From an optimization exercise on the open Yosys and OpenROAD flow, aimed at small area; shortcuts taken in it are not production practice. Where RTL was checked, it was by simulation tests only, not by an equivalence proof against the original. Only the layout flow was run in runs 2 and 3; the RTL was not checked for function there. No driver is modelled on the clock port, so clocking that relies on it looks cheaper here than on a real chip.

--- design/flow/run.sh ---
#!/bin/bash
# synth_recipe.tcl (not shown) runs the flow's synth.tcl, then flattens the netlist and writes it again
# the make line also repeats each setting of config.mk as NAME=value (left out here)
make -C /OpenROAD-flow-scripts/flow DESIGN_CONFIG=/design/flow/config.mk WORK_HOME=/design/flow/orfs CLKGATE_MAP_FILE= SYNTH_SCRIPT=/design/flow/synth_recipe.tcl finish
--- design/flow/config.mk ---
export PLATFORM = sky130hd
export DESIGN_NAME = noc_router
export DESIGN_NICKNAME = noc_router
export VERILOG_FILES = /design/flow/design.v
export SDC_FILE = /design/flow/constraint.sdc
export NUM_CORES = 4
export LEC_CHECK = 0
export CAP_MARGIN = 20
export CORE_MARGIN = 2
export CORE_UTILIZATION = 40
export SLEW_MARGIN = 20
export SYNTH_HIERARCHICAL = 1
--- design/flow/constraint.sdc ---
create_clock -name core_clock -period 5.5 [get_ports {clock}]
set_input_delay 1.1000 -clock core_clock [delete_from_list [all_inputs] [get_ports {clock}]]
set_output_delay 1.1000 -clock core_clock [all_outputs]
set_load 0.01 [all_outputs]
--- design/flow/design.v ---
package noc_pkg;
    localparam int num_ports   = 4;
    localparam int num_sources = num_ports - 1;
    localparam int fifo_depth  = 8;
    localparam int fifo_ptr_w  = $clog2(fifo_depth);
    localparam int fifo_cnt_w  = fifo_ptr_w + 1;
    typedef logic [7:0] byte_t;
    typedef logic [3:0] node_t;
    typedef logic [1:0] port_t;
    typedef struct packed {
        node_t       src;
        node_t       dest;
        logic [23:0] data;
    } pkt_t;
    function automatic port_t route_port(input int router_id, input node_t dest);
        port_t p;
        p = 2'd0;
        if (router_id == 0) begin
            case (dest)
                4'd0:    p = 2'd0;
                4'd1:    p = 2'd2;
                4'd2:    p = 2'd3;
                default: p = 2'd1;
            endcase
        end else begin
            case (dest)
                4'd3:    p = 2'd0;
                4'd4:    p = 2'd1;
                4'd5:    p = 2'd2;
                default: p = 2'd3;
            endcase
        end
        route_port = p;
    endfunction
    function automatic port_t queue_slot(input port_t arrival, input port_t out_port);
        queue_slot = (arrival < out_port) ? arrival : port_t'(arrival - 2'd1);
    endfunction
endpackage
`timescale 1ns/1ps
module packet_fifo #(
    parameter int low_w     = 8,     
    parameter int low_const = 0      
) (
    input  logic        clock,
    input  logic        reset_n,
    input  logic [31:0] data_in,
    input  logic [3:0]  shift,       
    input  logic        read,
    input  logic [7:0]  rd_pos,      
    output logic [3:0][7:0] rd_bytes,    
    output logic [3:0]  count_next,
    output logic        full,
    output logic        empty
);
    logic [3:0] count;
    logic [7:0] col0 [8];
    logic [7:0] col1 [8];
    logic [7:0] col2 [8];
    logic [7:0] col3 [8];
    assign full  = count[3];
    assign empty = (count == 4'd0);
    always_comb begin
        count_next = count;
        case ({shift[0], read})
            2'b10:   count_next = count + 4'd1;
            2'b01:   count_next = count - 4'd1;
            default: count_next = count;
        endcase
    end
    always_ff @(posedge clock, negedge reset_n) begin
        if (!reset_n) count <= '0;
        else          count <= count_next;
    end
    always_ff @(posedge clock) begin
        if (shift[0]) begin
            col0[0] <= {data_in[31:24]};
            for (int i = 1; i < 8; i++) col0[i] <= col0[i-1];
        end
        if (shift[1]) begin
            col1[0] <= data_in[23:16];
            for (int i = 1; i < 8; i++) col1[i] <= col1[i-1];
        end
        if (shift[2]) begin
            col2[0] <= data_in[15:8];
            for (int i = 1; i < 8; i++) col2[i] <= col2[i-1];
        end
        if (shift[3]) begin
            col3[0] <= data_in[7:0];
            for (int i = 1; i < 8; i++) col3[i] <= col3[i-1];
        end
    end
    always_comb begin
        rd_bytes = '0;
        for (int i = 0; i < 8; i++) begin
            rd_bytes[0] = rd_bytes[0] | (col0[i] & {8{rd_pos[i]}});
            rd_bytes[1] = rd_bytes[1] | (col1[i] & {8{rd_pos[i]}});
            rd_bytes[2] = rd_bytes[2] | (col2[i] & {8{rd_pos[i]}});
            rd_bytes[3] = rd_bytes[3] | (col3[i] & {8{rd_pos[i]}});
        end
        if (low_w == 4) rd_bytes[0][3:0] = 4'(low_const);
    end
endmodule
`timescale 1ns/1ps
module input_port #(
    parameter int router_id  = 0,
    parameter int port_index = 0
) (
    input  logic  clock,
    input  logic  reset_n,
    input  logic  put_inbound,
    input  noc_pkg::byte_t payload_inbound,
    input  logic [3:0] queue_full,      
    output logic  free_inbound,
    output logic [31:0] packet,
    output logic [3:0][3:0] shift       
);
    logic [1:0]     state;
    logic           held;
    logic           write;
    noc_pkg::port_t route;
    noc_pkg::port_t tgt;
    logic [3:1]     lag;
    assign route        = noc_pkg::route_port(router_id, packet[27:24]);
    assign free_inbound = (state == 2'd0) && !held;
    assign write        = held && !queue_full[route];
    always_ff @(posedge clock, negedge reset_n) begin
        if (!reset_n) begin
            state <= 2'd0;
            held  <= 1'b0;
        end else begin
            if (write) held <= 1'b0;
            case (state)
                2'd0: if (put_inbound && free_inbound) state <= 2'd1;
                2'd1: state <= 2'd2;
                2'd2: state <= 2'd3;
                default: begin
                    state <= 2'd0;
                    if (route != noc_pkg::port_t'(port_index)) held <= 1'b1;
                end
            endcase
        end
    end
    always_ff @(posedge clock) begin
        if (free_inbound)  packet[31:24] <= payload_inbound;
        if (state == 2'd1) packet[23:16] <= payload_inbound;
        if (state == 2'd2) packet[15:8]  <= payload_inbound;
        if (state == 2'd3) packet[7:0]   <= payload_inbound;
        if (held) tgt <= route;
        lag <= {lag[2:1], write};
    end
    always_comb begin
        for (int o = 0; o < 4; o++) begin
            shift[o][0] = write && (route == noc_pkg::port_t'(o));
            for (int k = 1; k < 4; k++)
                shift[o][k] = lag[k] && (tgt == noc_pkg::port_t'(o));
        end
    end
endmodule
`timescale 1ns/1ps
module output_port (
    input  logic                         clock,
    input  logic                         reset_n,
    input  logic                         free_outbound,
    input  logic [noc_pkg::num_sources-1:0]       queue_empty,
    input  logic [noc_pkg::num_sources-1:0][3:0]  queue_count_next,
    input  logic [noc_pkg::num_sources-1:0][3:0][7:0] queue_bytes,
    output logic [noc_pkg::num_sources-1:0]       queue_read,
    output logic [7:0]                   rd_pos,
    output logic                         put_outbound,
    output noc_pkg::byte_t                        payload_outbound
);
    logic           busy;
    logic [1:0]     col;
    noc_pkg::port_t rr_ptr;
    noc_pkg::port_t pick;
    noc_pkg::port_t cand;
    noc_pkg::port_t cur;
    logic           found;
    logic           start;
    logic [2:0]     pos;
    always_comb begin
        found = 1'b0;
        pick  = rr_ptr;
        cand  = rr_ptr;
        for (int k = 0; k < noc_pkg::num_sources; k++) begin
            cand = noc_pkg::port_t'((int'(rr_ptr) + k) % noc_pkg::num_sources);
            if (!found && !queue_empty[cand]) begin
                found = 1'b1;
                pick  = cand;
            end
        end
    end
    assign start = !busy && free_outbound && found;
    always_comb begin
        queue_read = '0;
        if (start) queue_read[pick] = 1'b1;
    end
    always_ff @(posedge clock, negedge reset_n) begin
        if (!reset_n) begin
            rr_ptr <= '0;
            busy   <= 1'b0;
            col    <= 2'd0;
        end else begin
            if (start) begin
                rr_ptr <= (pick == 2'd2) ? 2'd0 : pick + 2'd1;
                busy   <= 1'b1;
                col    <= 2'd0;
            end else if (busy) begin
                col <= col + 2'd1;
                if (col == 2'd3) busy <= 1'b0;
            end
        end
    end
    always_ff @(posedge clock) begin
        if (start) pos <= queue_count_next[pick][2:0];
    end
    assign cur    = (rr_ptr == 2'd0) ? 2'd2 : rr_ptr - 2'd1;
    always_comb begin
        rd_pos = '0;
        rd_pos[pos] = 1'b1;
    end
    assign put_outbound = busy && (col == 2'd0);
    always_comb begin
        payload_outbound = '0;
        for (int q = 0; q < noc_pkg::num_sources; q++)
            for (int k = 0; k < 4; k++)
                payload_outbound = payload_outbound |
                    (queue_bytes[q][k] & {8{cur == noc_pkg::port_t'(q) && col == 2'(k)}});
    end
endmodule
`timescale 1ns/1ps
module noc_router #(
    parameter int router_id = 0
) (
    input  logic                    clock,
    input  logic                    reset_n,
    input  logic  [noc_pkg::num_ports-1:0]   put_inbound,
    input  noc_pkg::byte_t [noc_pkg::num_ports-1:0]   payload_inbound,
    input  logic  [noc_pkg::num_ports-1:0]   free_outbound,
    output logic  [noc_pkg::num_ports-1:0]   free_inbound,
    output logic  [noc_pkg::num_ports-1:0]   put_outbound,
    output noc_pkg::byte_t [noc_pkg::num_ports-1:0]   payload_outbound
);
    logic [noc_pkg::num_ports-1:0][31:0]       in_packet;
    logic [noc_pkg::num_ports-1:0][3:0][3:0]   in_shift;    
    logic [noc_pkg::num_ports-1:0][3:0]        in_full;     
    logic [noc_pkg::num_ports-1:0][noc_pkg::num_sources-1:0]      q_read;
    logic [noc_pkg::num_ports-1:0][noc_pkg::num_sources-1:0]      q_full;
    logic [noc_pkg::num_ports-1:0][noc_pkg::num_sources-1:0]      q_empty;
    logic [noc_pkg::num_ports-1:0][noc_pkg::num_sources-1:0][3:0] q_count_next;
    logic [noc_pkg::num_ports-1:0][noc_pkg::num_sources-1:0][3:0][7:0] q_bytes;
    logic [noc_pkg::num_ports-1:0][7:0] rd_pos;
    for (genvar i = 0; i < noc_pkg::num_ports; i++) begin : g_in
        input_port #(
            .router_id  (router_id),
            .port_index (i)
        ) i_input_port (
            .clock           (clock),
            .reset_n         (reset_n),
            .put_inbound     (put_inbound[i]),
            .payload_inbound (payload_inbound[i]),
            .queue_full      (in_full[i]),
            .free_inbound    (free_inbound[i]),
            .packet          (in_packet[i]),
            .shift           (in_shift[i])
        );
    end
    for (genvar o = 0; o < noc_pkg::num_ports; o++) begin : g_out
        for (genvar s = 0; s < noc_pkg::num_sources; s++) begin : g_slot
            localparam int src = (s < o) ? s : s + 1;
            packet_fifo #(
                .low_w     ((router_id == 0 && o != 1) ? 4 : 8),
                .low_const ((o == 0) ? 0 : o - 1)
            ) i_packet_fifo (
                .clock      (clock),
                .reset_n    (reset_n),
                .data_in    (in_packet[src]),
                .shift      (in_shift[src][o]),
                .read       (q_read[o][s]),
                .rd_pos     (rd_pos[o]),
                .rd_bytes   (q_bytes[o][s]),
                .count_next (q_count_next[o][s]),
                .full       (q_full[o][s]),
                .empty      (q_empty[o][s])
            );
            assign in_full[src][o] = q_full[o][s];
        end
        assign in_full[o][o] = 1'b0;
        output_port i_output_port (
            .clock            (clock),
            .reset_n          (reset_n),
            .free_outbound    (free_outbound[o]),
            .queue_empty      (q_empty[o]),
            .queue_count_next (q_count_next[o]),
            .queue_bytes      (q_bytes[o]),
            .queue_read       (q_read[o]),
            .rd_pos           (rd_pos[o]),
            .put_outbound     (put_outbound[o]),
            .payload_outbound (payload_outbound[o])
        );
    end
endmodule
==> flow_summary.toml, run 1 <==
[run_status]
status = "complete, no violations"

[layout]
multiInputGateArea_um2 = 21500
fillers = 23280
instances_no_fill = 10589
drive_gt1_share_pct = 14.5
nets = 6757
seq_area_um2 = 90300
syn_to_final_growth_pct = 16.0

[clocking]
cts_tree = "yes"
clk_pin_slew_ns = 0.06
hold_buffers = 0
clk_latency_ns = 0.95
clock_sinks = 3024
htreeDepth = 5
ctsRootBufferMaster = "clkbuf_16"
clock_path_buffers = 4
cts-buffers-inserted = 314

[die]
core_area_um2 = 280000
die_area_um2 = 286000
die_x_um = 535
ios = 82
die_height_um = 535
initial_core_util_pct = 40.3
rows = 194

[timing]
worst_slew_pin_slew_ns = 1.05
slew_viol_final = 0
fin_crit_sh_pct = 98.6
tns_ns = 0
layout_min_cycle_time_ns = 5.42
max_freq_mhz = 184
rsz0062_at_grt = "true"
finalHoldViolCount = 0
finalSetupViolCount = 0
worst_slew_margin_rel_pct = 30.2
skew_ns = 0.0584

[hold_path]
hold_class = "input port to asynchronous set/reset pin"

[global_route]
antenna_found_initial = 34
overflow = 0
grt_pass1_wl_um = 441000
grt_pass1_vias = 62256
grt_start_max_net_pins = 65
grt_usage_pct = 20.7

[drt]
post_drt_wl_per_cell_um = 28.9
via_per_inst = 6.13
routed-via-count = 64868
drc = 0
drt-initial-drc-count = 9642
ant_nets = 0
first_pass_iters = 7
wl_um = 306000

[worst_setup_path]
crit_arrival_ns = 4.32
slowest_delay_ns = 0.49
end_kind = "primary output"
cp.required_ns = 4.40
crit_type = "register to primary output"
start_kind = "register"
crit_path_top_delay_cell = "clkdlybuf4s50_1"
crit_chain = "inv_2, ha_4, nand2b_4, buf_4, and3_4, buf_16, buf_4, a22oi_1, nand4_1, a22oi_1, a21oi_1, or3_4, clkdlybuf4s50_1"
crit_fanout = 8

[synthesis]
synth_area_um2 = 113000
yosysWarningCount = 31
netlist_instances = 6256
syn_avg_cell_area_um2 = 18.0

[place]
io_buffer_count = 81
dp_cells = 9936
dp_hpwl_um = 180000
place_congestion = 0.834

[job]
maxCapViolCount = 0
[worst max-delay path: cells and delay by family (launching register included)]
kind / cells / cell delay (ns)
AOI/OAI and AO/OA: 3 / 0.64
and+or+nand+nor: 4 / 0.99
buffers and inverters: 5 / 1.20
DFF: 1 / 0.39
adders and majority gates: 1 / 0.17
[metrics by stage]
stage | hold slack [ns] | cell area, µm² | util (%) | worst slack (ns)
floorplan | 0.348 | 113000 | - | -0.0543
global route | 0.261 | 131000 | 46.7 | -0.116
detailed placement | 0.367 | 119000 | 42.6 | 0.497
finish | 0.246 | 131000 | 46.7 | 0.0770
global placement | 0.360 | 119000 | 42.6 | 0.446
CTS | 0.233 | 130000 | 46.6 | 0.0000351
[layout by cell type (no fill, tap or decap), drive strengths merged, types with 46 or more instances in the layout]
master            n
clkbuf          379
nand2            50
buf             313
xor2             48
nor2             46
a22oi          1528
clkdlybuf4s50    66
and2             50
dfrtp            80
ha               88
nand4           348
clkinv          122
edfxtp         2932
a21oi           137
inv              84
[final timing paths]
check                                                        startpoint                                         to  slack (ns)  depth (start not counted)
hold / removal                                                  reset_n  g_in[3].i_input_port.state[1]$_DFFE_PN0P_        0.25                          1
min in group core_clock             g_in[2].i_input_port.lag[2]$_DFF_P_        g_in[2].i_input_port.lag[3]$_DFF_P_        0.38                          0
setup reg to reg           g_out[1].i_output_port.rr_ptr[1]$_DFFE_PN0P_    g_out[1].i_output_port.pos[2]$_DFFE_PP_        0.90                         17
hold reg to reg                     g_in[2].i_input_port.lag[2]$_DFF_P_        g_in[2].i_input_port.lag[3]$_DFF_P_        0.38                          0
setup / recovery                g_out[1].i_output_port.pos[1]$_DFFE_PP_                       payload_outbound[13]        0.08                         13
max in group asynchronous                                       reset_n      g_out[3].i_output_port.busy$_DFF_PN0_        4.11                          2
[state kept, by name, indices dropped and copies added (netlist names), 8 cells and up]
| register | cells |
|---|---|
| g_in.i_input_port.lag | 12 |
| g_in.i_input_port.packet | 128 |
| g_in.i_input_port.state | 8 |
| g_in.i_input_port.tgt | 8 |
| g_out.g_slot.i_packet_fifo.col0 | 480 |
| g_out.g_slot.i_packet_fifo.col1 | 768 |
| g_out.g_slot.i_packet_fifo.col2 | 768 |
| g_out.g_slot.i_packet_fifo.col3 | 768 |
| g_out.g_slot.i_packet_fifo.count | 48 |
| g_out.i_output_port.col | 8 |
| g_out.i_output_port.pos | 12 |
| g_out.i_output_port.rr_ptr | 8 |
[per-layer routing]
metal	up-vias	global-route usage [%]	share of wire (%)	wire length (µm)
li1	26990	-	-	-
met1	33624	31.2	42	130000
met2	3733	30.2	44	135000
met3	511	4.14	10	32100
met4	10	6.31	3.1	9500
met5	-	0	0.023	69
[final cells by class]
| type | count | share of cell area [%] |
|---|---|---|
| Timing Repair Buffer | 400 | 3.20 |
| Sequential cell | 3024 | 69.0 |
| Inverter | 81 | 0.232 |
| Tap cell | 3724 | 3.56 |
| Clock buffer | 378 | 6.33 |
| Antenna cell | 10 | 0.0191 |
| Clock inverter | 166 | 1.22 |
| Multi-Input combinational cell | 2806 | 16.4 |
[what timing repair did]
action / 4_1_cts / 5_1_grt
pin swaps: 44 / 24
endpoints found under the setup margin: 32 / 29
gates cloned: 25 / 1
resized for setup: 102 / 42
setup buffers: 61 / 12
==> run 2: changes to the inputs <==
--- a/design/flow/design.v
+++ b/design/flow/design.v
@@ -171,24 +171,20 @@
 );
     logic           busy;
     logic [1:0]     col;
-    noc_pkg::port_t rr_ptr;
+    noc_pkg::port_t last;        
     noc_pkg::port_t pick;
-    noc_pkg::port_t cand;
-    noc_pkg::port_t cur;
     logic           found;
     logic           start;
     logic [2:0]     pos;
-    always_comb begin
-        found = 1'b0;
-        pick  = rr_ptr;
-        cand  = rr_ptr;
-        for (int k = 0; k < noc_pkg::num_sources; k++) begin
-            cand = noc_pkg::port_t'((int'(rr_ptr) + k) % noc_pkg::num_sources);
-            if (!found && !queue_empty[cand]) begin
-                found = 1'b1;
-                pick  = cand;
-            end
-        end
+    logic [2:0]     ne;
+    assign ne    = ~queue_empty;
+    assign found = |ne;
+    always_comb begin
+        case (last)
+            2'd0:    pick = ne[1] ? 2'd1 : (ne[2] ? 2'd2 : 2'd0);
+            2'd1:    pick = ne[2] ? 2'd2 : (ne[0] ? 2'd0 : 2'd1);
+            default: pick = ne[0] ? 2'd0 : (ne[1] ? 2'd1 : 2'd2);
+        endcase
     end
     assign start = !busy && free_outbound && found;
     always_comb begin
@@ -197,14 +193,14 @@
     end
     always_ff @(posedge clock, negedge reset_n) begin
         if (!reset_n) begin
-            rr_ptr <= '0;
-            busy   <= 1'b0;
-            col    <= 2'd0;
+            last <= 2'd2;
+            busy <= 1'b0;
+            col  <= 2'd0;
         end else begin
             if (start) begin
-                rr_ptr <= (pick == 2'd2) ? 2'd0 : pick + 2'd1;
-                busy   <= 1'b1;
-                col    <= 2'd0;
+                last <= pick;
+                busy <= 1'b1;
+                col  <= 2'd0;
             end else if (busy) begin
                 col <= col + 2'd1;
                 if (col == 2'd3) busy <= 1'b0;
@@ -214,7 +210,6 @@
     always_ff @(posedge clock) begin
         if (start) pos <= queue_count_next[pick][2:0];
     end
-    assign cur    = (rr_ptr == 2'd0) ? 2'd2 : rr_ptr - 2'd1;
     always_comb begin
         rd_pos = '0;
         rd_pos[pos] = 1'b1;
@@ -225,7 +220,7 @@
         for (int q = 0; q < noc_pkg::num_sources; q++)
             for (int k = 0; k < 4; k++)
                 payload_outbound = payload_outbound |
-                    (queue_bytes[q][k] & {8{cur == noc_pkg::port_t'(q) && col == 2'(k)}});
+                    (queue_bytes[q][k] & {8{last == noc_pkg::port_t'(q) && col == 2'(k)}});
     end
 endmodule
 `timescale 1ns/1ps
--- a/design/flow/config.mk
+++ b/design/flow/config.mk
@@ -8,5 +8,7 @@
 export CAP_MARGIN = 20
 export CORE_MARGIN = 2
 export CORE_UTILIZATION = 40
+export CTS_BUF_LIST = sky130_fd_sc_hd__clkbuf_8
+export CTS_CLUSTER_SIZE = 20
 export SLEW_MARGIN = 20
 export SYNTH_HIERARCHICAL = 1
==> run 2 against run 1 <==
Fmax rose by 0.57%. Critical path type unchanged. Die area decreased by 0.69%. Count of clock-buffer cells in the layout grew 104. Largest cell class unchanged. Synthesized cell count shrank 1.8%. Still clean. Non-clock buffer count up 54.
==> flow_summary.toml, run 2 <==
[worst_setup_path]
rrSetupSlack_ns = 1.53
crit_path_top_delay_cell = "edfxtp_1"
crit_type = "register to primary output"
cp.required_ns = 4.40
r2r-start = "g_out[2].g_slot[1].i_packet_fifo.count[3]$_DFF_PN0_"
rr_worst_depth = 15
critPathBufInv = 6
crit_fanout = 8
end_kind = "primary output"
cp-startpoint = "g_out[1].i_output_port.pos[1]$_DFFE_PP_"
cp.depth = 15
start_kind = "register"
crit_family = "compound AO/OA/AOI/OAI gates"
slowest_delay_ns = 0.44
crit_chain = "inv_2, ha_4, buf_12, xnor2_4, buf_12, and2_4, buf_4, buf_4, a22oi_1, nand4_1, a222oi_1, a21oi_1, a31oi_2, a31oi_1, dlygate4sd2_1"
worstReg2RegEnd = "g_out[2].i_output_port.pos[2]$_DFFE_PP_"
crit_arrival_ns = 4.29

[die]
initial_core_util_pct = 40.1
core_area_um2 = 279000
rows = 194
die_height_um = 533
ios = 82
die_area_um2 = 284000
die_x_um = 533

[clocking]
hold_buffers = 0
clk_latency_ns = 1.07
cts-buffers-inserted = 454
htreeDepth = 5
clock_path_buffers = 4
clk_pin_slew_ns = 0.07
cts_tree = "yes"
clock_sinks = 3024
ctsRootBufferMaster = "clkbuf_8"

[drt]
routed-via-count = 65272
via_per_inst = 6.03
drt-initial-drc-count = 8835
first_pass_iters = 7
ant_nets = 0
post_drt_wl_per_cell_um = 29.1
drc = 0
wl_um = 315000

[global_route]
grt_start_max_net_pins = 69
antenna_found_initial = 29
grt_pass1_vias = 63481
grt_pass1_wl_um = 450000
overflow = 0
grt_usage_pct = 21.3

[layout]
final_cell_mix = "edfxtp_1 (2,932), a22oi_1 (1,426), clkbuf_8 (482), nand4_1 (348), buf_4 (286)"
drive_gt1_share_pct = 16.7
instances_no_fill = 10830
reg.largest.list = "g_out.g_slot.i_packet_fifo.col1 x768, g_out.g_slot.i_packet_fifo.col2 x768, g_out.g_slot.i_packet_fifo.col3 x768"
mostFrequentLayoutCell = "edfxtp_1"
syn_to_final_growth_pct = 15.3
nets = 6835
fin_area_um2 = 129000

[place]
dp_cells = 9815
dp_hpwl_um = 182000
dpl_cell_area_um2 = 118000
io_buffer_count = 81
place_congestion = 0.812

[timing]
max_freq_mhz = 185
finalHoldViolCount = 0
fin_crit_sh_pct = 98.0
worst_slew_margin_rel_pct = 26.7
worst_slew_pin_slew_ns = 1.09
skew_ns = 0.0655
layout_min_cycle_time_ns = 5.39
slew_viol_final = 0
finalSetupViolCount = 0
tns_ns = 0

[job]
maxCapViolCount = 0

[synthesis]
yosysWarningCount = 31
syn_avg_cell_area_um2 = 18.2
netlist_instances = 6142
synth_area_um2 = 112000

[run_status]
status = "complete, no violations"

[hold_path]
hold_class = "input port to asynchronous set/reset pin"
==> run 2: repair_timing <==
| action | CTS | global route |
|---|---|---|
| setup buffers | 105 | 24 |
| resized for setup | 139 | 35 |
| pin swaps | 85 | 36 |
| setup endpoints to repair | 32 | 23 |
| gates cloned | 34 | 3 |
==> run 2: worst reg2reg max path, stage by stage, from the launching register on <==
cell,delay [ns]
dfrtp_1,0.63
nor4_1,0.69
nand3_1,0.16
nand3_1,0.25
inv_1,0.22
nand2_1,0.17
nor2_1,0.08
ha_1,0.27
xor2_1,0.19
ha_1,0.21
a21oi_1,0.15
xor2_1,0.19
nor2_1,0.08
xor2_1,0.21
mux2i_1,0.10
a21oi_1,0.20
==> run 2: worst max-delay path by stage <==
stage                                              end
5_1_grt                           payload_outbound[14]
3_3_place_gp                      payload_outbound[17]
3_5_place_dp                      payload_outbound[22]
6_report                          payload_outbound[14]
4_1_cts                            payload_outbound[8]
2_1_floorplan  g_out[1].i_output_port.pos[2]$_DFFE_PP_
==> run 2: through the flow <==
| stage | util [%] | setup slack [ns] | hold WS, ns |
|---|---|---|---|
| after detailed placement | 42.4 | 0.571 | 0.368 |
| after floorplan | - | -0.0647 | 0.348 |
| after global routing | 46.3 | -0.0180 | 0.114 |
| after CTS | 46.1 | -0.0121 | 0.0463 |
| final | 46.3 | 0.108 | 0.138 |
| after global placement | 42.4 | 0.558 | 0.365 |
==> run 2: per-layer routing <==
metal  routed length (µm)  vias up  track usage [%]
met2               145000     3946             32.8
met4                 9840       14             6.89
li1                     -    27038                -
met3                31700      554             4.17
met1               128000    33720             30.3
met5                  103        -                0
==> run 2: area by class of cell <==
type	instances	area [µm²]
multi-input cells	2721	20700
inverters	58	218
fillers	23466	150000
repair buffers	454	4700
well taps	3724	4660
clock inverters	349	1840
flip-flops and latches	3024	90300
clock buffers	482	6630
diodes	18	45.0
==> run 3: changes to the inputs <==
--- a/design/flow/config.mk
+++ b/design/flow/config.mk
@@ -8,7 +8,7 @@
 export CAP_MARGIN = 20
 export CORE_MARGIN = 2
 export CORE_UTILIZATION = 40
-export CTS_BUF_LIST = sky130_fd_sc_hd__clkbuf_8
-export CTS_CLUSTER_SIZE = 20
+export CTS_CLUSTER_DIAMETER = 100
+export CTS_CLUSTER_SIZE = 30
 export SLEW_MARGIN = 20
 export SYNTH_HIERARCHICAL = 1
==> run 3 against run 2 <==
Sequential share of layout area rose by 3.5 points. Register-to-register slack worse by 0.04 ns. Clock skew decreased by 0.027 ns. Global-route usage fell by 0.82 points. First-iteration DRC count grew 1.1%. Synthesized cell count stayed put. Via count shrank 4.6%. Flip-flop and latch count unchanged. Routed wire length is 4.1% lower. Critical endpoint is now payload_outbound[16]. Highest routed layer unchanged.
==> flow_summary.toml, run 3 <==
[run_status]
status = "complete, no violations"

[timing]
max_freq_mhz = 184
slew_viol_final = 0
rsz0062_at_grt = "true"
layout_min_cycle_time_ns = 5.43
fin_crit_sh_pct = 98.7
worst_slew_margin_rel_pct = 16.9
worst_slew_pin_slew_ns = 1.25
skew_ns = 0.0389
finalSetupViolCount = 0
tns_ns = 0
finalHoldViolCount = 0

[layout]
reg.largest.list = "g_out.g_slot.i_packet_fifo.col1 x768, g_out.g_slot.i_packet_fifo.col2 x768, g_out.g_slot.i_packet_fifo.col3 x768"
fin_area_um2 = 123000
seq_area_um2 = 90300
multiInputGateArea_um2 = 20500
final_cell_mix = "edfxtp_1 (2,932), a22oi_1 (1,427), nand4_1 (348), buf_4 (245), clkbuf_16 (112)"
final_util_pct = 44.1
drive_gt1_share_pct = 9.95
fillers = 23830
mostFrequentLayoutCell = "edfxtp_1"
syn_to_final_growth_pct = 9.86
nets = 6426

[job]
maxCapViolCount = 0

[worst_setup_path]
critPathBufInv = 5
worstReg2RegEnd = "g_out[2].i_output_port.pos[2]$_DFFE_PP_"
slowest_delay_ns = 0.48
crit_fanout = 23
rr_worst_depth = 15
crit_family = "buffers and inverters"
rrSetupSlack_ns = 1.49
crit_type = "register to primary output"
cp_common_cell = "buf_4"
crit_chain = "inv_2, ha_4, nor3_1, a21oi_2, nor3_4, buf_4, bufbuf_16, a22oi_1, nand4_1, a22oi_2, nand2_1, o21ai_0, o22ai_1, buf_4, clkdlybuf4s50_1"
r2r-start = "g_out[2].g_slot[1].i_packet_fifo.count[3]$_DFF_PN0_"
end_kind = "primary output"
start_kind = "register"
cp-startpoint = "g_out[2].i_output_port.pos[0]$_DFFE_PP_"
crit_path_top_delay_cell = "clkdlybuf4s50_1"
crit_arrival_ns = 4.33
cp.required_ns = 4.40

[place]
io_buffer_count = 81
place_congestion = 0.812
dpl_cell_area_um2 = 118000
dp_hpwl_um = 182000

[die]
die_height_um = 533
rows = 194
initial_core_util_pct = 40.1
ios = 82
die_area_um2 = 284000
core_area_um2 = 279000
die_x_um = 533

[clocking]
clock_path_buffers = 3
clk_latency_ns = 0.83
htreeDepth = 3
ctsRootBufferMaster = "clkbuf_16"
clk_pin_slew_ns = 0.12
clock_sinks = 3024
cts-buffers-inserted = 112
cts_tree = "yes"

[drt]
routed-via-count = 62290
drc = 0
drt-initial-drc-count = 8932
wl_um = 302000
first_pass_iters = 7
via_per_inst = 6.14
post_drt_wl_per_cell_um = 29.8
ant_nets = 0

[global_route]
grt_pass1_vias = 59794
grt_pass1_wl_um = 432000
antenna_found_initial = 25
grt_start_max_net_pins = 69
grt_usage_pct = 20.4
overflow = 0

[synthesis]
synth_area_um2 = 112000
netlist_instances = 6142
syn_avg_cell_area_um2 = 18.2
yosysWarningCount = 31

[hold_path]
hold_class = "input port to asynchronous set/reset pin"
run 3: worst max-delay path by stage:
stage,endpoint,slack (ns),depth (start not counted)
floorplan,g_out[1].i_output_port.pos[2]$_DFFE_PP_,-0.06,14
global placement,payload_outbound[17],0.56,12
detailed placement,payload_outbound[22],0.57,13
CTS,payload_outbound[31],0.003,12
global route,payload_outbound[28],-0.02,14
finish,payload_outbound[16],0.07,15
run 3: per-layer routing:
metal / up-vias / track usage [%] / share of wire [%]
met3: 335 / 2.95 / 8.5
met4: 10 / 6.14 / 3.0
li1: 25940 / - / -
met2: 3186 / 31.8 / 47
met1: 32819 / 29.8 / 42
met5: - / 0 / 0.019
run 3: layout make-up:
cell class / instances / share of cell area, %
tap: 3724 / 3.79
sequential: 3024 / 73.4
clock inverter: 13 / 0.130
antenna: 17 / 0.0346
multi-input combinational: 2717 / 16.7
clock buffer: 201 / 2.55
inverter: 58 / 0.177
timing repair buffer: 391 / 3.24
run 3: metrics by stage:
step           hold slack (ns)  worst slack (ns)  cells
2_1_floorplan            0.348           -0.0647   6166
3_3_place_gp             0.365             0.558   9815
3_5_place_dp             0.368             0.571   9815
4_1_cts                  0.265           0.00337  10115
5_1_grt                  0.326           -0.0162  10130
6_report                 0.323            0.0695  10145
run 3: timing repair:
action / CTS / global route
gates cloned: 26 / 1
buffers inserted: 60 / 12
gates resized for setup: 61 / 30
endpoints found under the setup margin: 32 / 29
pin swaps: 39 / 27
hold buffers: 0 / 0
==> run 4: changes to the inputs <==
--- a/design/flow/design.v
+++ b/design/flow/design.v
@@ -48,7 +48,7 @@
     input  logic        read,
     input  logic [7:0]  rd_pos,      
     output logic [3:0][7:0] rd_bytes,    
-    output logic [3:0]  count_next,
+    output logic [2:0]  head,        
     output logic        full,
     output logic        empty
 );
@@ -59,6 +59,8 @@
     logic [7:0] col3 [8];
     assign full  = count[3];
     assign empty = (count == 4'd0);
+    logic [3:0] count_next;
+    assign head = 3'(count - 4'd1);
     always_comb begin
         count_next = count;
         case ({shift[0], read})
@@ -162,7 +164,7 @@
     input  logic                         reset_n,
     input  logic                         free_outbound,
     input  logic [noc_pkg::num_sources-1:0]       queue_empty,
-    input  logic [noc_pkg::num_sources-1:0][3:0]  queue_count_next,
+    input  logic [noc_pkg::num_sources-1:0][2:0]  queue_head,
     input  logic [noc_pkg::num_sources-1:0][3:0][7:0] queue_bytes,
     output logic [noc_pkg::num_sources-1:0]       queue_read,
     output logic [7:0]                   rd_pos,
@@ -208,20 +210,41 @@
         end
     end
     always_ff @(posedge clock) begin
-        if (start) pos <= queue_count_next[pick][2:0];
+        if (!busy) pos <= queue_head[pick];
     end
+    noc_pkg::port_t rq;
+    logic [1:0]     rk;
+    logic [2:0]     rpos;
     always_comb begin
+        if (busy) begin
+            rq   = last;
+            rk   = col + 2'd1;
+            rpos = pos;
+        end else begin
+            rq   = pick;
+            rk   = 2'd0;
+            rpos = queue_head[pick];
+        end
         rd_pos = '0;
-        rd_pos[pos] = 1'b1;
+        rd_pos[rpos] = 1'b1;
     end
-    assign put_outbound = busy && (col == 2'd0);
+    logic [noc_pkg::num_sources-1:0][3:0] rsel;
     always_comb begin
-        payload_outbound = '0;
         for (int q = 0; q < noc_pkg::num_sources; q++)
             for (int k = 0; k < 4; k++)
-                payload_outbound = payload_outbound |
-                    (queue_bytes[q][k] & {8{last == noc_pkg::port_t'(q) && col == 2'(k)}});
+                rsel[q][k] = (rq == noc_pkg::port_t'(q)) && (rk == 2'(k));
+    end
+    noc_pkg::byte_t payload_q;
+    always_ff @(posedge clock) begin
+        noc_pkg::byte_t b;
+        b = '0;
+        for (int q = 0; q < noc_pkg::num_sources; q++)
+            for (int k = 0; k < 4; k++)
+                b = b | (queue_bytes[q][k] & {8{rsel[q][k]}});
+        payload_q <= b;
     end
+    assign put_outbound     = busy && (col == 2'd0);
+    assign payload_outbound = payload_q;
 endmodule
 `timescale 1ns/1ps
 module noc_router #(
@@ -242,7 +265,7 @@
     logic [noc_pkg::num_ports-1:0][noc_pkg::num_sources-1:0]      q_read;
     logic [noc_pkg::num_ports-1:0][noc_pkg::num_sources-1:0]      q_full;
     logic [noc_pkg::num_ports-1:0][noc_pkg::num_sources-1:0]      q_empty;
-    logic [noc_pkg::num_ports-1:0][noc_pkg::num_sources-1:0][3:0] q_count_next;
+    logic [noc_pkg::num_ports-1:0][noc_pkg::num_sources-1:0][2:0] q_head;
     logic [noc_pkg::num_ports-1:0][noc_pkg::num_sources-1:0][3:0][7:0] q_bytes;
     logic [noc_pkg::num_ports-1:0][7:0] rd_pos;
     for (genvar i = 0; i < noc_pkg::num_ports; i++) begin : g_in
@@ -274,7 +297,7 @@
                 .read       (q_read[o][s]),
                 .rd_pos     (rd_pos[o]),
                 .rd_bytes   (q_bytes[o][s]),
-                .count_next (q_count_next[o][s]),
+                .head       (q_head[o][s]),
                 .full       (q_full[o][s]),
                 .empty      (q_empty[o][s])
             );
@@ -286,7 +309,7 @@
             .reset_n          (reset_n),
             .free_outbound    (free_outbound[o]),
             .queue_empty      (q_empty[o]),
-            .queue_count_next (q_count_next[o]),
+            .queue_head       (q_head[o]),
             .queue_bytes      (q_bytes[o]),
             .queue_read       (q_read[o]),
             .rd_pos           (rd_pos[o]),
==> run 4 against run 3 <==
Highest routed layer unchanged. Worst setup slack gained 0.27 ns. Synthesized cell count grew 4.8%. Routed wire length shrank 0.70%. Critical path depth grew 6. Sequential share of layout area shrank 0.13 points. Count of clock-buffer cells in the layout shrank 7. Largest cell class unchanged. Area after synthesis grew 2.2%. Non-clock buffer count shrank 98.
==> flow_summary.toml, run 4 <==
[clocking]
cts_tree = "yes"
cts-buffers-inserted = 116
ctsRootBufferMaster = "clkbuf_16"
htreeDepth = 3
clock_sinks = 3056
clk_pin_slew_ns = 0.11
clock_path_buffers = 3
clk_latency_ns = 0.84

[die]
rows = 196
ios = 82
die_height_um = 539
core_area_um2 = 285000
initial_core_util_pct = 40.2
die_area_um2 = 290000
die_x_um = 539

[worst_setup_path]
crit_arrival_ns = 5.85
crit_fanout = 17
rrSetupSlack_ns = 0.34
end_kind = "register"
cp.required_ns = 6.19
start_kind = "register"
crit_type = "register to register"

[place]
dp_slack_ns = 0.306
io_buffer_count = 81
dpl_cell_area_um2 = 120000
dp_hpwl_um = 191000
dp_cells = 10109
place_congestion = 0.834

[global_route]
grt_usage_pct = 19.8
grt_pass1_vias = 59809
grt_start_max_net_pins = 66
grt_pass1_wl_um = 431000
overflow = 0
antenna_found_initial = 46

[job]
maxCapViolCount = 0

[timing]
worst_slew_margin_rel_pct = 24.4
max_freq_mhz = 194
worst_slew_pin_slew_ns = 1.13
finalHoldViolCount = 0
layout_min_cycle_time_ns = 5.16
finalSetupViolCount = 0
fin_crit_sh_pct = 93.9
tns_ns = 0
rsz0062_at_grt = "false"
slew_viol_final = 0
worst_slack_ns = 0.337
skew_ns = 0.0531

[drt]
post_drt_wl_per_cell_um = 29.0
wl_um = 300000
via_per_inst = 6.16
first_pass_iters = 6
routed-via-count = 63651
drt-initial-drc-count = 9350
ant_nets = 0
drc = 0

[layout]
fin_area_um2 = 124000
syn_to_final_growth_pct = 8.36
mostFrequentLayoutCell = "edfxtp_1"
nets = 6579
final_cell_mix = "edfxtp_1 (2,920), a22oi_1 (1,452), nand4_1 (348), buf_4 (179), clkbuf_16 (120)"
instances_no_fill = 10340
fillers = 24471
drive_gt1_share_pct = 8.64
final_util_pct = 43.5
reg.largest.list = "g_out.g_slot.i_packet_fifo.col1 x768, g_out.g_slot.i_packet_fifo.col2 x768, g_out.g_slot.i_packet_fifo.col3 x768"

[synthesis]
netlist_instances = 6438
synth_area_um2 = 114000
syn_avg_cell_area_um2 = 17.8
yosysWarningCount = 31

[run_status]
status = "complete, no violations"

[hold_path]
hold_class = "input port to asynchronous set/reset pin"
-- run 4: cell count changes in the layout (fill, tap and decap cells not counted), moves of 20 or more --
| cell | change |
|---|---|
| inv_1 | +41 |
| and4bb_1 | -24 |
| nand3_1 | -23 |
| and2_4 | -22 |
| nor2_1 | +24 |
| nand2_1 | +27 |
| mux2_2 | +20 |
| buf_4 | -66 |
| a222oi_1 | -28 |
| a221o_1 | +24 |
| dfxtp_1 | +44 |
| a22oi_1 | +25 |
| buf_12 | -27 |
| a31oi_1 | +20 |
-- run 4: metal layers --
metal / GRT usage [%] / routed length (µm) / up-vias
met2: 29.9 / 137000 / 3419
met4: 4.88 / 7090 / 6
met1: 30.0 / 127000 / 33308
met3: 3.05 / 28800 / 303
li1: - / - / 26615
met5: 0 / 32 / -
-- run 4: path summary, 6_finish.rpt --
kind	start	to	cells past startpoint
max	g_out[3].g_slot[2].i_packet_fifo.count[0]$_DFFE_PN0P_	g_out[3].i_output_port.payload_q[0]$_DFF_P_	21
min	reset_n	g_in[1].i_input_port.state[0]$_DFFE_PN0P_	1
max reg2reg	g_out[3].g_slot[2].i_packet_fifo.count[0]$_DFFE_PN0P_	g_out[3].i_output_port.payload_q[0]$_DFF_P_	21
min reg2reg	g_in[1].i_input_port.lag[1]$_DFF_P_	g_in[1].i_input_port.lag[2]$_DFF_P_	0
max in group asynchronous	reset_n	g_out[1].i_output_port.col[0]$_DFFE_PN0P_	2
min in group core_clock	g_in[1].i_input_port.lag[1]$_DFF_P_	g_in[1].i_input_port.lag[2]$_DFF_P_	0
-- run 4: repair_timing --
item | in CTS | in global routing
hold buffers | 0 | 0
setup buffers | 0 | 0
setup endpoints to repair | 0 | 5
gates resized for setup | 0 | 5
-- run 4: worst max-delay path: stages, from the launching register on --
cell and delay [ns]:
dfrtp_1 0.45, inv_1 0.10, ha_1 0.24, nor3b_1 0.15, buf_4 0.17, o21bai_2 0.21
o21ai_2 0.25, a2111oi_2 0.13, nor2_2 0.24, inv_1 0.10, ha_1 0.26, xnor2_1 0.51
nor2b_4 0.25, buf_12 0.24, buf_4 0.21, a22oi_1 0.17, nand4_1 0.20, and3_1 0.24
a21oi_1 0.27, o21ai_0 0.12, a222oi_1 0.31, o21ai_1 0.19
-- run 4: metrics by stage --
stage / hold slack, ns
after global routing: 0.352
after global placement: 0.361
after floorplan: 0.348
after CTS: 0.303
final: 0.337
after detailed placement: 0.371
-- run 4: area by class of cell --
cell class / count / area, µm² / share of cell area, %
inverters: 102 / 383 / 0.309
well taps: 3762 / 4710 / 3.80
clock buffers: 194 / 3280 / 2.65
clock inverters: 18 / 267 / 0.215
multi-input cells: 2896 / 21600 / 17.4
diodes: 19 / 47.5 / 0.0384
repair buffers: 293 / 2830 / 2.28
flip-flops and latches: 3056 / 90800 / 73.3
==> run 5: changes to the inputs <==
==> design/flow/flow/run.sh (new file) <==
#!/bin/bash
# The standard layout (standard.sh) with three changes:
#  - synthesis maps with an area-recovering ABC script (flow/abc_area.script, Yosys's
#    default liberty script) in place of ORFS's delay-driven abc_speed.script; the rest of
#    the synthesis, and so every register's name and cell, is the standard one;
#  - clock tree synthesis inserts no dummy loads;
#  - the port buffers are buf_1 cells.
# Each step's full output goes to a log file in this folder (and ORFS's own logs to orfs/logs).
set -euo pipefail
W=$(pwd)

rm -rf "$W/orfs_scripts"
cp -r "$FLOW_HOME/scripts" "$W/orfs_scripts"
cp "$W/flow/abc_area.script" "$W/orfs_scripts/abc_speed.script"

SCRIPTS_DIR="$W/orfs_scripts" bash "$W/standard.sh" synth > "$W/synth.log" 2>&1

export CTS_ARGS="-sink_clustering_enable -repair_clock_nets -sink_clustering_size 30 -sink_clustering_max_diameter 100 -dont_use_dummy_load"
export BUFFER_PORTS_ARGS="-buffer_cell sky130_fd_sc_hd__buf_1"
bash "$W/standard.sh" > "$W/layout.log" 2>&1
==> design/flow/flow/abc_area.script (new file) <==
strash
&get -n
&fraig -x
&put
scorr
dc2
dretime
strash
&get -n
&dch -f
&nf
&put
==> design/flow/standard.sh (new file) <==
#!/bin/bash
# synth_recipe.tcl (not shown) runs the flow's synth.tcl, then flattens the netlist and writes it again
# the make line also repeats each setting of config.mk as NAME=value (left out here)
make -C /OpenROAD-flow-scripts/flow DESIGN_CONFIG=/design/flow/config.mk WORK_HOME=/design/flow/orfs CLKGATE_MAP_FILE= SYNTH_SCRIPT=/design/flow/synth_recipe.tcl "${@:-finish}"
removed: design/flow/run.sh
==> run 5 against run 4 <==
Global-route usage rose by 0.85 points. Worst setup slack got worse by 0.046 ns. Final cell count fell by 6.7%. Fmax fell by 0.89%. First-iteration DRC count rose by 28%.
==> flow_summary.toml, run 5 <==
[global_route]
grt_pass1_vias = 57971
overflow = 0
grt_start_max_net_pins = 85
antenna_found_initial = 44
grt_pass1_wl_um = 425000
grt_usage_pct = 20.7

[worst_setup_path]
crit_fanout = 27
r2r-start = "g_out[2].g_slot[2].i_packet_fifo.count[0]$_DFFE_PN0P_"
cp-startpoint = "g_out[2].g_slot[2].i_packet_fifo.count[0]$_DFFE_PN0P_"
cp.required_ns = 6.12
crit_chain = "clkinv_1, ha_1, nor3b_2, nand3_1, a21oi_2, nor2_4, mux2i_1, o211ai_1, o21ai_1, clkinv_1, ha_1, and2_4, buf_12, a222oi_1, nand4_1, a222oi_1, and3_1, nand3_1"
slowest_delay_ns = 0.61
end_kind = "register"
crit_type = "register to register"
crit_arrival_ns = 5.83
crit_family = "compound AO/OA/AOI/OAI gates"
crit_path_top_delay_cell = "a222oi_1"
start_kind = "register"
critPathBufInv = 3

[timing]
skew_ns = 0.0935
worst_slew_margin_rel_pct = 22.1
rsz0062_at_grt = "false"
max_freq_mhz = 192
finalSetupViolCount = 0
worst_slew_pin_slew_ns = 1.16
layout_min_cycle_time_ns = 5.21
tns_ns = 0
fin_crit_sh_pct = 94.7
slew_viol_final = 0
finalHoldViolCount = 0

[die]
die_height_um = 527
ios = 82
die_area_um2 = 278000
initial_core_util_pct = 40.1
die_x_um = 527
rows = 192
core_area_um2 = 273000

[drt]
drt-initial-drc-count = 11961
drc = 0
wl_um = 298000
ant_nets = 0
post_drt_wl_per_cell_um = 30.9
via_per_inst = 6.36
routed-via-count = 61420
first_pass_iters = 11

[synthesis]
synth_area_um2 = 109000
syn_avg_cell_area_um2 = 19.6
yosysWarningCount = 31
netlist_instances = 5576

[layout]
mostFrequentLayoutCell = "edfxtp_1"
reg.largest.list = "g_out.g_slot.i_packet_fifo.col1 x768, g_out.g_slot.i_packet_fifo.col2 x768, g_out.g_slot.i_packet_fifo.col3 x768"
syn_to_final_growth_pct = 10.2
instances_no_fill = 9651
drive_gt1_share_pct = 9.13
seq_area_um2 = 90800
multiInputGateArea_um2 = 19000
nets = 6151
final_cell_mix = "edfxtp_1 (2,920), a222oi_1 (658), a22oi_1 (553), nand3_1 (303), buf_4 (226)"
fillers = 23325

[hold_path]
hold_class = "input port to asynchronous set/reset pin"

[clocking]
hold_buffers = 0
clock_sinks = 3056
ctsRootBufferMaster = "clkbuf_16"
clk_pin_slew_ns = 0.11
htreeDepth = 3
cts_setup_buffers = 0
clk_latency_ns = 0.82
clock_path_buffers = 3
cts_tree = "yes"
cts-buffers-inserted = 118

[place]
io_buffer_count = 81
place_congestion = 0.842
dp_hpwl_um = 191000
dp_cells = 9506

[job]
maxCapViolCount = 0

[run_status]
status = "complete, no violations"
[run 5: area by class of cell]
class                      instances  share of cell area (%)
tap                             3589                    3.72
inverter                          98                   0.327
multi-input combinational       2410                    15.8
clock buffer                     118                    2.45
antenna                           27                  0.0560
timing repair buffer             353                    2.42
sequential                      3056                    75.3
[run 5: metrics by stage]
stage / setup slack, ns / cell area, µm² / util [%] / hold WS (ns)
after floorplan: -0.642 / 110000 / - / 0.352
after global placement: 0.00954 / 118000 / 43.1 / 0.365
after detailed placement: 0.0185 / 118000 / 43.1 / 0.363
after CTS: 0.132 / 121000 / 44.2 / 0.239
after global routing: 0.00911 / 121000 / 44.2 / 0.282
final: 0.291 / 121000 / 44.2 / 0.268
[run 5: worst register-to-register path: cells and delay by family, from the launching register on]
family	cells	cell delay, ns
adder cells (fa/ha/maj)	2	0.43
multiplexers	1	0.18
flip-flops	1	0.43
AO/OA/AOI/OAI	5	1.98
buffers and inverters	3	0.61
AND/OR/NAND/NOR	7	1.44
[run 5: worst paths after layout]
path | endpoint | slack, ns | cells past startpoint
worst min-delay path | g_in[2].i_input_port.state[0]$_DFFE_PN0P_ | 0.27 | 1
worst max register to register | g_out[2].i_output_port.payload_q[3]$_DFF_P_ | 0.29 | 18
worst min register to register | g_in[1].i_input_port.lag[3]$_DFF_P_ | 0.38 | 0
min in group core_clock | g_in[1].i_input_port.lag[3]$_DFF_P_ | 0.38 | 0
max in group asynchronous | g_out[2].g_slot[2].i_packet_fifo.count[1]$_DFFE_PN0P_ | 3.96 | 2
worst max-delay path | g_out[2].i_output_port.payload_q[3]$_DFF_P_ | 0.29 | 18
[run 5: routing by layer]
layer	part of all wire, %	up-vias	GRT usage, %
met2	45	3885	31.1
met4	2.5	34	5.36
li1	-	25374	-
met1	41	31777	30.8
met5	0.074	-	0
met3	11	350	4.06
[run 5: repair_timing]
item | in CTS | in global routing
setup endpoints to repair | 1 | 12
pin swaps | 1 | 2
resized for setup | 1 | 4
==> run 6: changes to the inputs <==
--- a/design/flow/design.v
+++ b/design/flow/design.v
@@ -38,8 +38,7 @@
 endpackage
 `timescale 1ns/1ps
 module packet_fifo #(
-    parameter int low_w     = 8,     
-    parameter int low_const = 0      
+    parameter int low_w = 8      
 ) (
     input  logic        clock,
     input  logic        reset_n,
@@ -52,26 +51,29 @@
     output logic        full,
     output logic        empty
 );
-    logic [3:0] count;
+    logic [3:0] last;
+    logic [3:0] last_next;
     logic [7:0] col0 [8];
     logic [7:0] col1 [8];
     logic [7:0] col2 [8];
     logic [7:0] col3 [8];
-    assign full  = count[3];
-    assign empty = (count == 4'd0);
-    logic [3:0] count_next;
-    assign head = 3'(count - 4'd1);
+    assign full  = (last == 4'd7);
+    assign empty = last[3];
+    assign head  = last[2:0];
+    logic       up, down;
+    logic [3:0] tgl;
+    assign up   = shift[0] && !read;
+    assign down = read && !shift[0];
     always_comb begin
-        count_next = count;
-        case ({shift[0], read})
-            2'b10:   count_next = count + 4'd1;
-            2'b01:   count_next = count - 4'd1;
-            default: count_next = count;
-        endcase
+        tgl[0] = up || down;
+        tgl[1] = (up && last[0]) || (down && !last[0]);
+        tgl[2] = (up && &last[1:0]) || (down && !(|last[1:0]));
+        tgl[3] = (up && &last[2:0]) || (down && !(|last[2:0]));
+        last_next = last ^ tgl;
     end
     always_ff @(posedge clock, negedge reset_n) begin
-        if (!reset_n) count <= '0;
-        else          count <= count_next;
+        if (!reset_n) last <= 4'hf;
+        else          last <= last_next;
     end
     always_ff @(posedge clock) begin
         if (shift[0]) begin
@@ -99,7 +101,7 @@
             rd_bytes[2] = rd_bytes[2] | (col2[i] & {8{rd_pos[i]}});
             rd_bytes[3] = rd_bytes[3] | (col3[i] & {8{rd_pos[i]}});
         end
-        if (low_w == 4) rd_bytes[0][3:0] = 4'(low_const);
+        if (low_w == 4) rd_bytes[0][3:0] = 4'd0;
     end
 endmodule
 `timescale 1ns/1ps
@@ -159,7 +161,9 @@
     end
 endmodule
 `timescale 1ns/1ps
-module output_port (
+module output_port #(
+    parameter int low_const = -1     
+) (
     input  logic                         clock,
     input  logic                         reset_n,
     input  logic                         free_outbound,
@@ -179,6 +183,8 @@
     logic           start;
     logic [2:0]     pos;
     logic [2:0]     ne;
+    logic [1:0]     col_inc;
+    assign col_inc = {col[1] ^ col[0], !col[0]};
     assign ne    = ~queue_empty;
     assign found = |ne;
     always_comb begin
@@ -204,7 +210,7 @@
                 busy <= 1'b1;
                 col  <= 2'd0;
             end else if (busy) begin
-                col <= col + 2'd1;
+                col <= col_inc;
                 if (col == 2'd3) busy <= 1'b0;
             end
         end
@@ -218,7 +224,7 @@
     always_comb begin
         if (busy) begin
             rq   = last;
-            rk   = col + 2'd1;
+            rk   = col_inc;
             rpos = pos;
         end else begin
             rq   = pick;
@@ -240,7 +246,11 @@
         b = '0;
         for (int q = 0; q < noc_pkg::num_sources; q++)
             for (int k = 0; k < 4; k++)
-                b = b | (queue_bytes[q][k] & {8{rsel[q][k]}});
+                if (low_const >= 0 && k == 0)
+                    b[7:4] = b[7:4] | (queue_bytes[q][k][7:4] & {4{rsel[q][k]}});
+                else
+                    b = b | (queue_bytes[q][k] & {8{rsel[q][k]}});
+        if (low_const >= 0 && rk == 2'd0) b[3:0] = 4'(low_const);
         payload_q <= b;
     end
     assign put_outbound     = busy && (col == 2'd0);
@@ -287,8 +297,7 @@
         for (genvar s = 0; s < noc_pkg::num_sources; s++) begin : g_slot
             localparam int src = (s < o) ? s : s + 1;
             packet_fifo #(
-                .low_w     ((router_id == 0 && o != 1) ? 4 : 8),
-                .low_const ((o == 0) ? 0 : o - 1)
+                .low_w ((router_id == 0 && o != 1) ? 4 : 8)
             ) i_packet_fifo (
                 .clock      (clock),
                 .reset_n    (reset_n),
@@ -304,7 +313,9 @@
             assign in_full[src][o] = q_full[o][s];
         end
         assign in_full[o][o] = 1'b0;
-        output_port i_output_port (
+        output_port #(
+            .low_const ((router_id == 0 && o != 1) ? ((o == 0) ? 0 : o - 1) : -1)
+        ) i_output_port (
             .clock            (clock),
             .reset_n          (reset_n),
             .free_outbound    (free_outbound[o]),
==> run 6 against run 5 <==
Register-to-register slack gained 0.19 ns. Via count shrank 1.7%. Final cell count shrank 1.6%.
==> flow_summary.toml, run 6 <==
[clocking]
clk_latency_ns = 0.83
clock_path_buffers = 3
clk_pin_slew_ns = 0.12
cts_resized = 0
ctsRootBufferMaster = "clkbuf_16"
htreeDepth = 3
cts_setup_buffers = 0
clock_sinks = 3056
hold_buffers = 0
cts-buffers-inserted = 116
cts_tree = "yes"

[die]
die_area_um2 = 276000
core_area_um2 = 271000
die_height_um = 525
initial_core_util_pct = 40.2
die_x_um = 525
rows = 191
ios = 82

[hold_path]
hold-path-cell-count = 0
min_to = "g_out[1].g_slot[2].i_packet_fifo.col2[3][2]$_DFFE_PP_"
hold_class = "register to register"
min_from = "g_out[1].g_slot[2].i_packet_fifo.col2[2][2]$_DFFE_PP_"

[drt]
drt-met1-wl_um = 119000
drt-initial-drc-count = 12246
via_per_inst = 6.35
ant_nets = 0
top_layer = "met5"
routed-via-count = 60369
post_drt_wl_per_cell_um = 31.0
first_pass_iters = 10
wl_met2_um = 132000
wl_um = 294000
drc = 0
wl_met3_um = 33000

[global_route]
grt_pass1_vias = 56691
overflow = 0
grt_usage_pct = 20.5
grt_pass1_wl_um = 419000
antenna_found_initial = 34
grt_start_max_net_pins = 73

[timing]
layout_min_cycle_time_ns = 5.02
worst_slew_margin_rel_pct = 25.1
finalSetupViolCount = 0
rsz0062_at_grt = "false"
hold_ws_ns = 0.355
worst_slew_pin_slew_ns = 1.12
slew_viol_final = 0
skew_ns = 0.123
fin_crit_sh_pct = 91.2
worst_slack_ns = 0.482
finalHoldViolCount = 0
max_freq_mhz = 199
tns_ns = 0

[place]
dp_slack_ns = 0.571
place_congestion = 0.845
io_buffer_count = 81
dp_hpwl_um = 190000

[worst_setup_path]
end_kind = "register"
cp.required_ns = 6.19
crit_type = "register to register"
r2r-start = "g_out[1].g_slot[0].i_packet_fifo.last[3]$_DFF_PN1_"
rr_worst_depth = 16
crit_arrival_ns = 5.71
start_kind = "register"
worstReg2RegEnd = "g_out[1].i_output_port.payload_q[6]$_DFF_P_"
crit_fanout = 27
rrSetupSlack_ns = 0.48

[layout]
drive_gt1_share_pct = 8.88
final_util_pct = 44.1
nets = 6008
mostFrequentLayoutCell = "edfxtp_1"
final_cell_mix = "edfxtp_1 (2,920), a222oi_1 (637), a22oi_1 (533), nand3_1 (302), buf_4 (219)"
reg.largest.list = "g_out.g_slot.i_packet_fifo.col1 x768, g_out.g_slot.i_packet_fifo.col2 x768, g_out.g_slot.i_packet_fifo.col3 x768"
syn_to_final_growth_pct = 9.75

[run_status]
status = "complete, no violations"

[synthesis]
synth_area_um2 = 109000
syn_avg_cell_area_um2 = 19.9
yosysWarningCount = 24
netlist_instances = 5449

[job]
maxCapViolCount = 0
## run 6: how the worst max path moves through the flow
stage                                                        from                                     endpoint  slack (ns)  depth (start not counted)
6_report       g_out[1].g_slot[0].i_packet_fifo.last[3]$_DFF_PN1_  g_out[1].i_output_port.payload_q[6]$_DFF_P_        0.48                         16
4_1_cts        g_out[1].g_slot[2].i_packet_fifo.last[3]$_DFF_PN1_  g_out[1].i_output_port.payload_q[6]$_DFF_P_        0.50                         16
5_1_grt        g_out[1].g_slot[2].i_packet_fifo.last[3]$_DFF_PN1_  g_out[1].i_output_port.payload_q[6]$_DFF_P_        0.30                         16
2_1_floorplan  g_out[1].g_slot[0].i_packet_fifo.last[3]$_DFF_PN1_  g_out[1].i_output_port.payload_q[0]$_DFF_P_        0.07                         12
3_5_place_dp   g_out[1].g_slot[0].i_packet_fifo.last[3]$_DFF_PN1_  g_out[1].i_output_port.payload_q[6]$_DFF_P_        0.57                         16
3_3_place_gp   g_out[1].g_slot[0].i_packet_fifo.last[3]$_DFF_PN1_  g_out[1].i_output_port.payload_q[6]$_DFF_P_        0.62                         16
## run 6: area by class of cell
type	count	area (µm²)
timing repair buffer	336	2670
sequential	3056	90900
inverter	67	251
fill	23028	151000
clock buffer	116	2900
antenna	26	65.1
multi-input combinational	2329	18000
tap	3570	4470
## run 6: critical path: stages, from the launching register on
cell and delay, ns:
dfstp_2 0.62, nand3_1 0.11, a21oi_1 0.47, nor4_1 0.12
o41ai_1 0.36, buf_4 0.19, clkinv_1 0.11, ha_1 0.23
xor2_1 0.17, buf_4 0.18, and3b_4 0.36, buf_4 0.27
a222oi_1 0.31, nand3_1 0.12, a222oi_1 0.68, and3_1 0.37
nand4_1 0.18
## run 6: metrics by stage
step	instances	area [µm²]
2_1_floorplan	5452	109000
3_3_place_gp	9357	116000
3_5_place_dp	9358	116000
4_1_cts	9474	119000
5_1_grt	9478	119000
6_report	9500	119000
## run 6: metal layers
layer	global-route usage (%)	vias up
li1	-	24918
met1	30.1	31317
met2	30.4	3736
met3	4.21	376
met4	7.31	22
met5	0	-
==> run 7: changes to the inputs <==
--- a/design/flow/flow/run.sh
+++ b/design/flow/flow/run.sh
@@ -1,7 +1,7 @@
 #!/bin/bash
 # The standard layout (standard.sh) with three changes:
 #  - synthesis maps with an area-recovering ABC script (flow/abc_area.script, Yosys's
-#    default liberty script) in place of ORFS's delay-driven abc_speed.script; the rest of
+#    default liberty script with more area-recovery rounds) in place of ORFS's delay-driven abc_speed.script; the rest of
 #    the synthesis, and so every register's name and cell, is the standard one;
 #  - clock tree synthesis inserts no dummy loads;
 #  - the port buffers are buf_1 cells.
==> design/flow/flow/abc_area.script (replaced) <==
strash
&get -n
&fraig -x
&put
scorr
dc2
dretime
strash
&get -n
&dch -f
&nf -R 1000
&put
--- a/design/flow/config.mk
+++ b/design/flow/config.mk
@@ -7,7 +7,7 @@
 export LEC_CHECK = 0
 export CAP_MARGIN = 20
 export CORE_MARGIN = 2
-export CORE_UTILIZATION = 40
+export CORE_UTILIZATION = 55
 export CTS_CLUSTER_DIAMETER = 100
 export CTS_CLUSTER_SIZE = 30
 export SLEW_MARGIN = 20
==> run 7 against run 6 <==
Clock skew is 0.052 ns lower. Flip-flop and latch count stayed put. Routed wire length is 2.7% lower. Largest cell class unchanged. Highest routed layer unchanged.
==> flow_summary.toml, run 7 <==
[run_status]
status = "complete, no violations"

[die]
die_area_um2 = 200000
initial_core_util_pct = 55.5
rows = 162
core_area_um2 = 195000
ios = 82
die_x_um = 448
die_height_um = 448

[timing]
max_freq_mhz = 198
finalHoldViolCount = 0
worst_slack_ns = 0.457
worst_slew_margin_rel_pct = 27.0
layout_min_cycle_time_ns = 5.04
finalSetupViolCount = 0
fin_crit_sh_pct = 91.7
worst_slew_pin_slew_ns = 1.09
skew_ns = 0.0705
slew_viol_final = 0
rsz0062_at_grt = "false"

[worst_setup_path]
rr_worst_depth = 15
crit_arrival_ns = 5.67
crit_path_top_delay_cell = "o41ai_2"
cp-startpoint = "g_out[3].g_slot[1].i_packet_fifo.last[3]$_DFF_PN1_"
rrSetupSlack_ns = 0.46
cp.required_ns = 6.12
crit_fanout = 17
r2r-start = "g_out[3].g_slot[1].i_packet_fifo.last[3]$_DFF_PN1_"
critPathBufInv = 2
setup.worst_path.end = "g_out[3].i_output_port.payload_q[0]$_SDFF_PN0_"
crit_chain = "nor2_1, a31oi_1, o22a_1, a21boi_0, o41ai_2, clkinv_1, ha_1, xor2_2, nor2b_4, buf_4, a222oi_1, nand3_1, a22o_1, a21oi_1, nand3_1"
cp.depth = 15
cp_common_cell = "nand3_1"
crit_type = "register to register"
start_kind = "register"
slowest_delay_ns = 0.64
end_kind = "register"
worstReg2RegEnd = "g_out[3].i_output_port.payload_q[0]$_SDFF_PN0_"
crit_family = "compound AO/OA/AOI/OAI gates"

[place]
dp_slack_ns = 0.536
dp_hpwl_um = 185000
io_buffer_count = 81
dp_cells = 8367
place_congestion = 0.842

[clocking]
clock_path_buffers = 3
clk_pin_slew_ns = 0.12
htreeDepth = 3
cts_tree = "yes"
cts_setup_buffers = 0
clock_sinks = 3056
ctsRootBufferMaster = "clkbuf_16"
clk_latency_ns = 0.82
hold_buffers = 0
cts-buffers-inserted = 113
cts_resized = 0

[job]
maxCapViolCount = 0

[drt]
via_per_inst = 7.00
first_pass_iters = 9
drc = 0
wl_um = 287000
routed-via-count = 59465
post_drt_wl_per_cell_um = 33.7
ant_nets = 0
drt-initial-drc-count = 12046

[layout]
final_cell_mix = "edfxtp_1 (2,920), a222oi_1 (637), a22oi_1 (525), nand3_1 (297), nand2_1 (212)"
drive_gt1_share_pct = 8.26
instances_no_fill = 8500
final_util_pct = 60.1
reg.largest.list = "g_out.g_slot.i_packet_fifo.col1 x768, g_out.g_slot.i_packet_fifo.col2 x768, g_out.g_slot.i_packet_fifo.col3 x768"
mostFrequentLayoutCell = "edfxtp_1"
nets = 5961
syn_to_final_growth_pct = 8.46

[synthesis]
syn_avg_cell_area_um2 = 19.9
netlist_instances = 5445
yosysWarningCount = 24
synth_area_um2 = 108000

[global_route]
grt_pass1_wl_um = 407000
antenna_found_initial = 18
overflow = 0
grt_start_max_net_pins = 65
grt_pass1_vias = 54911
grt_usage_pct = 28.2

[hold_path]
hold_class = "input port to asynchronous set/reset pin"
run 7: how the worst min path moves through the flow:
| stage | to | slack, ns | start |
|---|---|---|---|
| after floorplan | g_in[0].i_input_port.lag[2]$_DFF_P_ | 0.35 | g_in[0].i_input_port.lag[1]$_DFF_P_ |
| after global placement | g_in[2].i_input_port.lag[3]$_DFF_P_ | 0.36 | g_in[2].i_input_port.lag[2]$_DFF_P_ |
| after detailed placement | g_in[2].i_input_port.lag[3]$_DFF_P_ | 0.37 | g_in[2].i_input_port.lag[2]$_DFF_P_ |
| after CTS | g_in[1].i_input_port.state[1]$_DFFE_PN0P_ | 0.29 | reset_n |
| after global routing | g_in[1].i_input_port.held$_DFF_PN0_ | 0.29 | reset_n |
| final | g_in[1].i_input_port.held$_DFF_PN0_ | 0.34 | reset_n |
run 7: worst reg2reg max path: cells and delay by family (launching register included):
kind | cells | cell delay (ns)
AOI/OAI and AO/OA | 7 | 2.39
xor gates and xnor gates | 1 | 0.44
adders and majority gates | 1 | 0.27
buffers and inverters | 2 | 0.51
DFF | 1 | 0.61
and+or+nand+nor | 4 | 0.66
run 7: final cells by class:
type | instances | area (µm²)
Fill cell | 13974 | 77800
Tap cell | 2624 | 3280
Timing Repair Buffer | 296 | 2470
Sequential cell | 3056 | 90900
Multi-Input combinational cell | 2316 | 17600
Antenna cell | 19 | 47.5
Clock buffer | 113 | 2830
Inverter | 76 | 287
run 7: routing by layer:
layer  vias to the layer above  wire length (µm)  global-route usage (%)
met5                         -                68                       0
met4                         8              7850                    7.02
met3                       301             30800                    5.24
met2                      3845            131000                    41.9
met1                     30658            117000                    43.3
li1                      24653                 -                       -
run 7: stage by stage:
stage                     TNS (ns)  cell area [µm²]  hold WS, ns
final                            0           117000        0.337
after global routing             0           117000        0.295
after CTS                        0           117000        0.288
after detailed placement         0           115000        0.370
after global placement           0           115000        0.364
after floorplan            -0.0464           108000        0.352

==> afterwards: timing with drivers on the ports <==
The flow's constraints put no driver on any port. The routed layouts listed below were extracted and timed again, unchanged, in two steps. Step 1 (the two cells are an assumption about what drives the block):
set clk [get_ports {clock}]
set_driving_cell -lib_cell sky130_fd_sc_hd__clkbuf_16 $clk
set_driving_cell -lib_cell sky130_fd_sc_hd__buf_2 [delete_from_list [all_inputs] $clk]
Step 2 times the ports against the registers' clock, not the clock port: input delays grow and output delays shrink by t, the midpoint of the rising clock arrivals with the driver on. Slacks: ideal / step 1 / step 2; pairs: ideal / step 1.
| run | t (ns) | setup WS [ns] | hold WS [ns] | slew at the worst register clock pin (ns) | pins driven straight from the clock port |
|---|---|---|---|---|---|
| run 1 | 1.018 | 0.077 / -0.020 / 0.897 | 0.246 / 0.202 / 0.377 | 0.07 / 0.07 | 1 |
| run 2 | 1.103 | 0.108 / 0.024 / 1.101 | 0.138 / 0.093 / 0.367 | 0.08 / 0.08 | 1 |
| run 3 | 0.900 | 0.070 / -0.023 / 0.877 | 0.323 / 0.270 / 0.368 | 0.12 / 0.12 | 1 |
| run 4 | 0.909 | 0.337 / 0.337 / 0.337 | 0.337 / 0.346 / 0.389 | 0.12 / 0.12 | 1 |
| run 5 | 0.878 | 0.291 / 0.291 / 0.291 | 0.268 / 0.201 / 0.380 | 0.12 / 0.12 | 1 |
| run 6 | 0.867 | 0.482 / 0.482 / 0.482 | 0.355 / 0.300 / 0.355 | 0.12 / 0.12 | 1 |
| run 7 | 0.871 | 0.457 / 0.457 / 0.457 | 0.337 / 0.276 / 0.382 | 0.12 / 0.12 | 1 |
After both steps every run listed still meets setup and hold.
